From an optimization exercise on the open Yosys and OpenROAD flow, aimed at small area and a short achievable clock period; shortcuts taken in it are not production practice. The RTL was checked by simulation tests, not by an equivalence proof against the original design. No activity file was given, so power comes from the tool's default toggle rates.

**constraint.sdc**
```tcl
create_clock -name core_clock -period 5.0 [get_ports {clk}]
set_input_delay 1.0000 -clock core_clock [delete_from_list [all_inputs] [get_ports {clk}]]
set_output_delay 1.0000 -clock core_clock [all_outputs]
set_load 0.01 [all_outputs]
```
**design.v**
```verilog
package ws2812b_pkg;
    localparam int COLOR_W = 8;
    localparam int PIXEL_W = 24;
    localparam int CYCLES_SHORT = 4;
    localparam int CYCLES_LONG  = 7;
    localparam int CYCLES_RET   = 500;
    typedef struct packed {
        logic [COLOR_W-1:0] r;
        logic [COLOR_W-1:0] g;
        logic [COLOR_W-1:0] b;
    } rgb_t;
endpackage
import ws2812b_pkg::*;
module ws2812b_aoi222 (
    input  logic a1, b1, a2, b2, a3, b3,
    output logic y
);
    assign y = !((a1 && b1) || (a2 && b2) || (a3 && b3));
endmodule
module ws2812b_nand4 (
    input  logic a, b, c, d,
    output logic y
);
    assign y = !(a && b && c && d);
endmodule
module ws2812b_nor3 (
    input  logic a, b, c,
    output logic y
);
    assign y = !(a || b || c);
endmodule
module ws2812b_mux2i (
    input  logic a0, a1, s,
    output logic y
);
    assign y = !(s ? a1 : a0);
endmodule
module ws2812b_rd_bank_bit (
    input  logic [35:0] i_sel,
    input  logic [35:0] i_data,
    output logic        o_n
);
    logic [11:0] w_t_n;
    logic [2:0]  w_or;
    genvar g;
    generate
        for (g = 0; g < 12; g++) begin : g_aoi
            ws2812b_aoi222 u_aoi (
                .a1 (i_sel[3*g]),     .b1 (i_data[3*g]),
                .a2 (i_sel[3*g + 1]), .b2 (i_data[3*g + 1]),
                .a3 (i_sel[3*g + 2]), .b3 (i_data[3*g + 2]),
                .y  (w_t_n[g])
            );
        end
        for (g = 0; g < 3; g++) begin : g_nand
            ws2812b_nand4 u_nand4 (
                .a (w_t_n[4*g]), .b (w_t_n[4*g + 1]), .c (w_t_n[4*g + 2]), .d (w_t_n[4*g + 3]),
                .y (w_or[g])
            );
        end
    endgenerate
    ws2812b_nor3 u_nor3 (.a (w_or[0]), .b (w_or[1]), .c (w_or[2]), .y (o_n));
endmodule
module ws2812b_pixel_ram
#(
    parameter int LEDCOUNT = 36,
    parameter int ADDR_W   = 6
) (
    input  logic                clk,
    input  logic                i_wr_en,
    input  logic                i_wr_bank,
    input  logic [ADDR_W-1:0]   i_wr_addr,
    input  logic [PIXEL_W-1:0]  i_wr_data,
    input  logic                i_rd_bank,
    input  logic [LEDCOUNT-1:0] i_rd_sel,     
    output logic [PIXEL_W-1:0]  o_rd_data
);
    logic [LEDCOUNT-1:0][PIXEL_W-1:0] r_bank0;
    logic [LEDCOUNT-1:0][PIXEL_W-1:0] r_bank1;
    logic                             r_wr_en;
    logic                             r_wr_bank;
    logic [ADDR_W-1:0]                r_wr_addr;
    logic [PIXEL_W-1:0]               r_wr_data;
    logic [LEDCOUNT-1:0]              w_we0;
    logic [LEDCOUNT-1:0]              w_we1;
    always_ff @(posedge clk) begin
        r_wr_en   <= i_wr_en;
        r_wr_bank <= i_wr_bank;
        r_wr_addr <= i_wr_addr;
        r_wr_data <= i_wr_data;
    end
    always_comb begin
        for (int i = 0; i < LEDCOUNT; i++) begin
            w_we0[i] = r_wr_en && !r_wr_bank && (r_wr_addr == ADDR_W'(i));
            w_we1[i] = r_wr_en &&  r_wr_bank && (r_wr_addr == ADDR_W'(i));
        end
    end
    always_ff @(posedge clk) begin
        for (int i = 0; i < LEDCOUNT; i++) begin
            if (w_we0[i]) r_bank0[i] <= r_wr_data;
            if (w_we1[i]) r_bank1[i] <= r_wr_data;
        end
    end
    genvar b, i;
    generate
        for (b = 0; b < PIXEL_W; b++) begin : g_bit
            logic [LEDCOUNT-1:0] w_col0;
            logic [LEDCOUNT-1:0] w_col1;
            logic                w_rd0_n;
            logic                w_rd1_n;
            for (i = 0; i < LEDCOUNT; i++) begin : g_col
                assign w_col0[i] = r_bank0[i][b];
                assign w_col1[i] = r_bank1[i][b];
            end
            ws2812b_rd_bank_bit u_rd0 (.i_sel (i_rd_sel), .i_data (w_col0), .o_n (w_rd0_n));
            ws2812b_rd_bank_bit u_rd1 (.i_sel (i_rd_sel), .i_data (w_col1), .o_n (w_rd1_n));
            ws2812b_mux2i u_mux (.a0 (w_rd0_n), .a1 (w_rd1_n), .s (i_rd_bank), .y (o_rd_data[b]));
        end
    endgenerate
endmodule
import ws2812b_pkg::*;
module ws2812b_frame_feeder
#(
    parameter int LEDCOUNT = 36,
    parameter int ADDR_W   = 6,
    parameter int FPS_DIV  = 90000
) (
    input  logic               clk,
    input  logic               resetn,
    input  logic               wr_en,
    input  logic [ADDR_W-1:0]  wr_addr,
    input  logic [PIXEL_W-1:0] wr_data,
    input  logic               commit,
    output logic               bitstream_available,
    output logic [PIXEL_W-1:0] bitstream,
    input  logic               bitstream_read,
    output logic               frame_busy,
    output logic               frame_done,
    output logic               commit_pending,
    output logic               frame_overrun
);
    localparam logic [16:0] TICK_SEED = 17'h1ffff;
    localparam logic [16:0] TICK_PRE  = 17'h1b6e1;
    logic [16:0] r_lfsr;
    logic        r_tick;
    logic        r_busy;
    logic        r_load;
    logic        r_avail;
    logic        r_front;
    logic        r_pending;
    logic        r_done;
    logic        r_overrun;
    logic [LEDCOUNT-1:0] r_sel;    
    logic [PIXEL_W-1:0] r_bitstream;
    logic        w_start;
    logic        w_swap;
    logic        w_fetch;
    logic        w_take;
    logic        w_last;
    logic        w_wr_en;
    logic [PIXEL_W-1:0] w_rd_data;
    assign w_start = !r_busy && r_tick;
    assign w_swap  = w_start && (r_pending || commit);
    assign w_fetch = r_busy && !r_load && !r_avail;
    assign w_take  = r_avail && bitstream_read;
    assign w_last  = w_take && r_sel[LEDCOUNT-1];
    assign w_wr_en = wr_en && (wr_addr < ADDR_W'(LEDCOUNT));
    always_ff @(posedge clk) begin
        if (!resetn || r_tick) begin
            r_lfsr <= TICK_SEED;
        end else begin
            r_lfsr <= {r_lfsr[15:0], r_lfsr[16] ^ r_lfsr[13]};
        end
    end
    always_ff @(posedge clk) begin
        if (!resetn) begin
            r_tick    <= 1'b0;
            r_busy    <= 1'b0;
            r_load    <= 1'b0;
            r_avail   <= 1'b0;
            r_front   <= 1'b0;
            r_pending <= 1'b0;
            r_done    <= 1'b0;
            r_overrun <= 1'b0;
        end else begin
            r_tick    <= (r_lfsr == TICK_PRE);
            r_load    <= w_fetch;
            r_done    <= w_last;
            r_overrun <= r_tick && r_busy;
            r_pending <= !w_swap && (r_pending || commit);
            if (w_swap) r_front <= !r_front;
            if (w_start)     r_busy <= 1'b1;
            else if (w_last) r_busy <= 1'b0;
            if (r_load)      r_avail <= 1'b1;
            else if (w_take) r_avail <= 1'b0;
        end
    end
    always_ff @(posedge clk) begin
        if (w_start) begin
            r_sel <= LEDCOUNT'(1);
        end else if (w_take) begin
            r_sel <= {r_sel[LEDCOUNT-2:0], r_sel[LEDCOUNT-1]};
        end
    end
    always_ff @(posedge clk) begin
        r_bitstream <= {w_rd_data[15:8], w_rd_data[23:16], w_rd_data[7:0]};
    end
    ws2812b_pixel_ram #(
        .LEDCOUNT (LEDCOUNT),
        .ADDR_W   (ADDR_W)
    ) u_pixel_ram (
        .clk       (clk),
        .i_wr_en   (w_wr_en),
        .i_wr_bank (!r_front),
        .i_wr_addr (wr_addr),
        .i_wr_data (wr_data),
        .i_rd_bank (r_front),
        .i_rd_sel  (r_sel),
        .o_rd_data (w_rd_data)
    );
    assign bitstream_available = r_avail;
    assign bitstream           = r_bitstream;
    assign frame_busy          = r_busy;
    assign frame_done          = r_done;
    assign commit_pending      = r_pending;
    assign frame_overrun       = r_overrun;
endmodule
```
**run.sh**
```bash
#!/bin/bash
# synth_recipe.tcl (not shown) runs the flow's synth.tcl, then flattens the netlist and writes it again
# the make line also repeats each setting of config.mk as NAME=value (left out here)
make -C /OpenROAD-flow-scripts/flow DESIGN_CONFIG=/design/flow/config.mk WORK_HOME=/design/flow/orfs CLKGATE_MAP_FILE= SYNTH_SCRIPT=/design/flow/synth_recipe.tcl finish
```
**config.mk**
```make
export PLATFORM = sky130hd
export DESIGN_NAME = ws2812b_frame_feeder
export DESIGN_NICKNAME = ws2812b_frame_feeder
export VERILOG_FILES = /design/flow/design.v
export SDC_FILE = /design/flow/constraint.sdc
export NUM_CORES = 4
export LEC_CHECK = 0
export CAP_MARGIN = 20
export CORE_MARGIN = 2
export CORE_UTILIZATION = 65
export CTS_CLUSTER_DIAMETER = 100
export CTS_CLUSTER_SIZE = 28
export SETUP_SLACK_MARGIN = 2.5
export SLEW_MARGIN = 20
export SYNTH_HIERARCHICAL = 1
```
==> impl_metrics.env <==
export IMPL_synth_compound_area_share_pct=9.48
export IMPL_grt_max_degree=73
export IMPL_cts_buffers=75
export IMPL_synthSimpleGateAreaFrac_pct=3.82
export IMPL_crit_type="reg -> reg"
export IMPL_final_cell_mix="1728 x edfxtp_1, 576 x a222oi_1, 145 x nand4_1"
export IMPL_synth_xor_area_share_pct=0.0139
export IMPL_worst_slew_pin_slew_ps=979
export IMPL_drive_gt1_share_pct=13.1
export IMPL_die_area_um2=99500
export IMPL_dr_pass1_iters=10
export IMPL_hpwl_mm=95.2
export IMPL_clockBufferDepth=3
export IMPL_start_util_pct=65.4
export IMPL_synth_top_family_by_area="compound AO/OA/AOI/OAI gates"
export IMPL_crit_required_ps=5580
export IMPL_cts_tree="yes"
export IMPL_grt_usage_pct=34.5
export IMPL_synth_area_um2=63000
export IMPL_worstSkewPairLatency_ps=700
export IMPL_synth_top_area_share_pct=82.3
export IMPL_cts_root_buf="clkbuf_16"
export IMPL_area_growth_pct=9.32
export IMPL_clk_pin_slew_ps=110
export IMPL_yosysUniqueCellTypes=35
export IMPL_dieHeight_um=315
export IMPL_first_iter_violations=8191
export IMPL_synth_cells=2915
export IMPL_setup_tns_final_ps=0
export IMPL_synth_edf_count=1728
export IMPL_grt_pass1_vias=32599
export IMPL_io_pins=64
export IMPL_synth_top_area_cell="edfxtp_1"
export IMPL_synth_seq_cells=1845
export IMPL_avgRoutedWirePerCell_um=38.3
export IMPL_synthAdderAreaFrac_pct=0
export IMPL_grt_first_pass_wirelength_mm=238
export IMPL_ys_warn_count=8
export IMPL_drv_cap=0
export IMPL_netlist_top_cells_area="edfxtp_1 82%, a222oi_1 9.1%, dfxtp_1 3.7%"
export IMPL_die_x_um=315
export IMPL_fin_skew_ps=30.4
export IMPL_portBuffers=63
export IMPL_hold_class="reg -> reg"
export IMPL_drv_slew=0
export IMPL_avgSynthCellArea_um2=21.6
export IMPL_fp_coreArea_um2=96400
export IMPL_outcome="no timing/DRC/antenna violations"
export IMPL_arrival_ps=3140
export IMPL_ys_seq_area_share_pct=86.1
export IMPL_p_leak_nw=20.7
export IMPL_fmax_ghz=0.389
export IMPL_gp_congestion=0.879
export IMPL_synthFlopType="edfxtp_1"
export IMPL_cts_hold_buf=0
export IMPL_antenna_found_initial=1
export IMPL_num_vias=34468
export IMPL_drc=0
export IMPL_final_common_cell="edfxtp_1"
export IMPL_powerDensity_nw_per_um2=359
export IMPL_power_mw=24.8
export IMPL_end_kind="flop"
export IMPL_row_count=114
export IMPL_hold_violations=0
export IMPL_synthMuxAreaShare_pct=0.381
export IMPL_finalCriticalPeriod_ps=2570
export IMPL_ant_nets=0
export IMPL_cts_htree_levels=3
export IMPL_grt_ovfl_total=0
export IMPL_cp_start_kind="flop"
export IMPL_setup_viol=0
export IMPL_fin_util_pct=71.5
export IMPL_finalWirelength_mm=173
export IMPL_cts_sinks=1845
export IMPL_via_per_inst=7.64
export IMPL_slew_headroom_pct=34.5
export IMPL_async_flop_share_pct=0
export IMPL_rsz0062_at_grt="yes"
export IMPL_cp_max_fo=35
export IMPL_num_nets_final=3206
export IMPL_syn_nets=2950
export IMPL_fin_crit_sh_pct=51.4
export IMPL_peakVddDrop_mv=0.429
==> report_power, final <==
group          internal, mW  leakage [nW]  switching, mW
Combinational        0.0906          3.09          0.344
Clock                  3.02          1.05           4.36
Sequential             16.9          16.5         0.0602
==> cell usage after synthesis (8+ instances only) <==
cell type and n:
dfxtp_1 117, clkbuf_1 17, nand4b_1 9, a21oi_1 39
a222oi_1 576, nor2_1 67, or3_1 18, mux2i_1 24
nor2_2 10, nor3_2 48, edfxtp_1 1728, nand2_1 73
nand4_1 145, nand4bb_1 8
==> stage by stage <==
step | setup WS [ps] | hold WS (ps) | cells | cell area, um^2
2_1_floorplan | 2480 | 396 | 2915 | 63000
3_3_place_gp | 1610 | 403 | 4358 | 66300
3_5_place_dp | 2290 | 425 | 4359 | 66400
4_1_cts | 2320 | 454 | 4498 | 68700
5_1_grt | 2440 | 473 | 4507 | 68900
6_report | 2430 | 450 | 4511 | 68900
==> layer usage <==
metal,vias to the layer above,GRT usage [%],share of wire [%]
met3,227,7.39,14
met5,-,0.142,0
met1,17731,50.4,36
met2,2622,52.8,47
li1,13888,-,-
met4,0,11.8,3.4
==> cell type report <==
class	count	area [um^2]
multi-input cells	1041	8880
clock inverters	2	13.8
fillers	5879	27500
clock buffers	135	2190
well taps	1276	1600
diodes	4	10.0
flip-flops and latches	1845	54400
inverters	3	11.3
repair buffers	205	1820
==> Yosys stat by module, one instance, submodules excluded, a selection <==
module                cells  flip-flops and latches  area (um^2)  copies in the design
ws2812b_aoi222            1                       0         10.0                   576
ws2812b_frame_feeder    255                      85         2520                     1
ws2812b_mux2i             1                       0         10.0                    24
ws2812b_nand4             1                       0         6.26                   144
ws2812b_nor3              1                       0         10.0                    48
==> sequential cells by signal, summed over array words and instances, names as in the netlist, 6 cells and up <==
register	flops
u_pixel_ram.r_wr_addr	6
u_pixel_ram.r_wr_data	24
u_pixel_ram.r_bank1	864
r_bitstream	24
u_pixel_ram.r_bank0	864
r_lfsr	17
r_sel	36
==> worst paths after layout <==
check / slack [ps] / end / cells past startpoint / from
setup reg to reg: 2430 / r_bitstream[17] / 5 / r_sel[26]
setup / recovery: 2430 / r_bitstream[17] / 5 / r_sel[26]
hold reg to reg: 450 / r_lfsr[15] / 1 / r_lfsr[14]
hold / removal: 450 / r_lfsr[15] / 1 / r_lfsr[14]
==> critical path, cell delays in order (launching register included) <==
cell	delay, ps
dfxtp_2	490
buf_6	310
a222oi_1	400
nand4_1	630
nor3_4	490
mux2i_1	120
==> logic make-up (layout without fill, tap and decap cells) <==
| kind of cell | count (synthesis) | in the layout |
|---|---|---|
| compound gates | 617 | 617 |
| xor+xnor | 1 | 1 |
| buf+inv | 32 | 345 |
| flops | 1845 | 1845 |
| mux | 24 | 24 |
| other cells | 0 | 4 |
| simple gates | 396 | 399 |
==> repair_timing <==
action / in CTS / in global routing
endpoints found under the hold margin: 0 / 0
resized for setup: 70 / 25
pin swaps: 26 / 19
buffers inserted: 2 / 4
gates cloned: 0 / 3
setup endpoints to repair: 117 / 88

[what the ideal ports hide]
Ports are ideal in the flow. The routed layout listed here was re-timed in OpenROAD.
Step 1 assumes that a clkbuf_16 drives the clock port and a buf_2 every other input.
Step 2 times the ports against the registers' clock, not the clock port: input delays grow and output delays shrink by t, the midpoint of the rising clock arrivals with the driver on.
Three values: ideal ports, drivers, drivers and shift; two values: the first two.
t, ns: 0.758
setup WS [ns]: 2.432 / 2.432 / 2.294
hold slack, ns: 0.450 / 0.450 / 0.450
worst setup path at the end: input to register
After both steps this run still meets setup and hold. For this run, drivers alone change the setup slack by 0.000 ns; drivers and shift together by -0.138 ns.
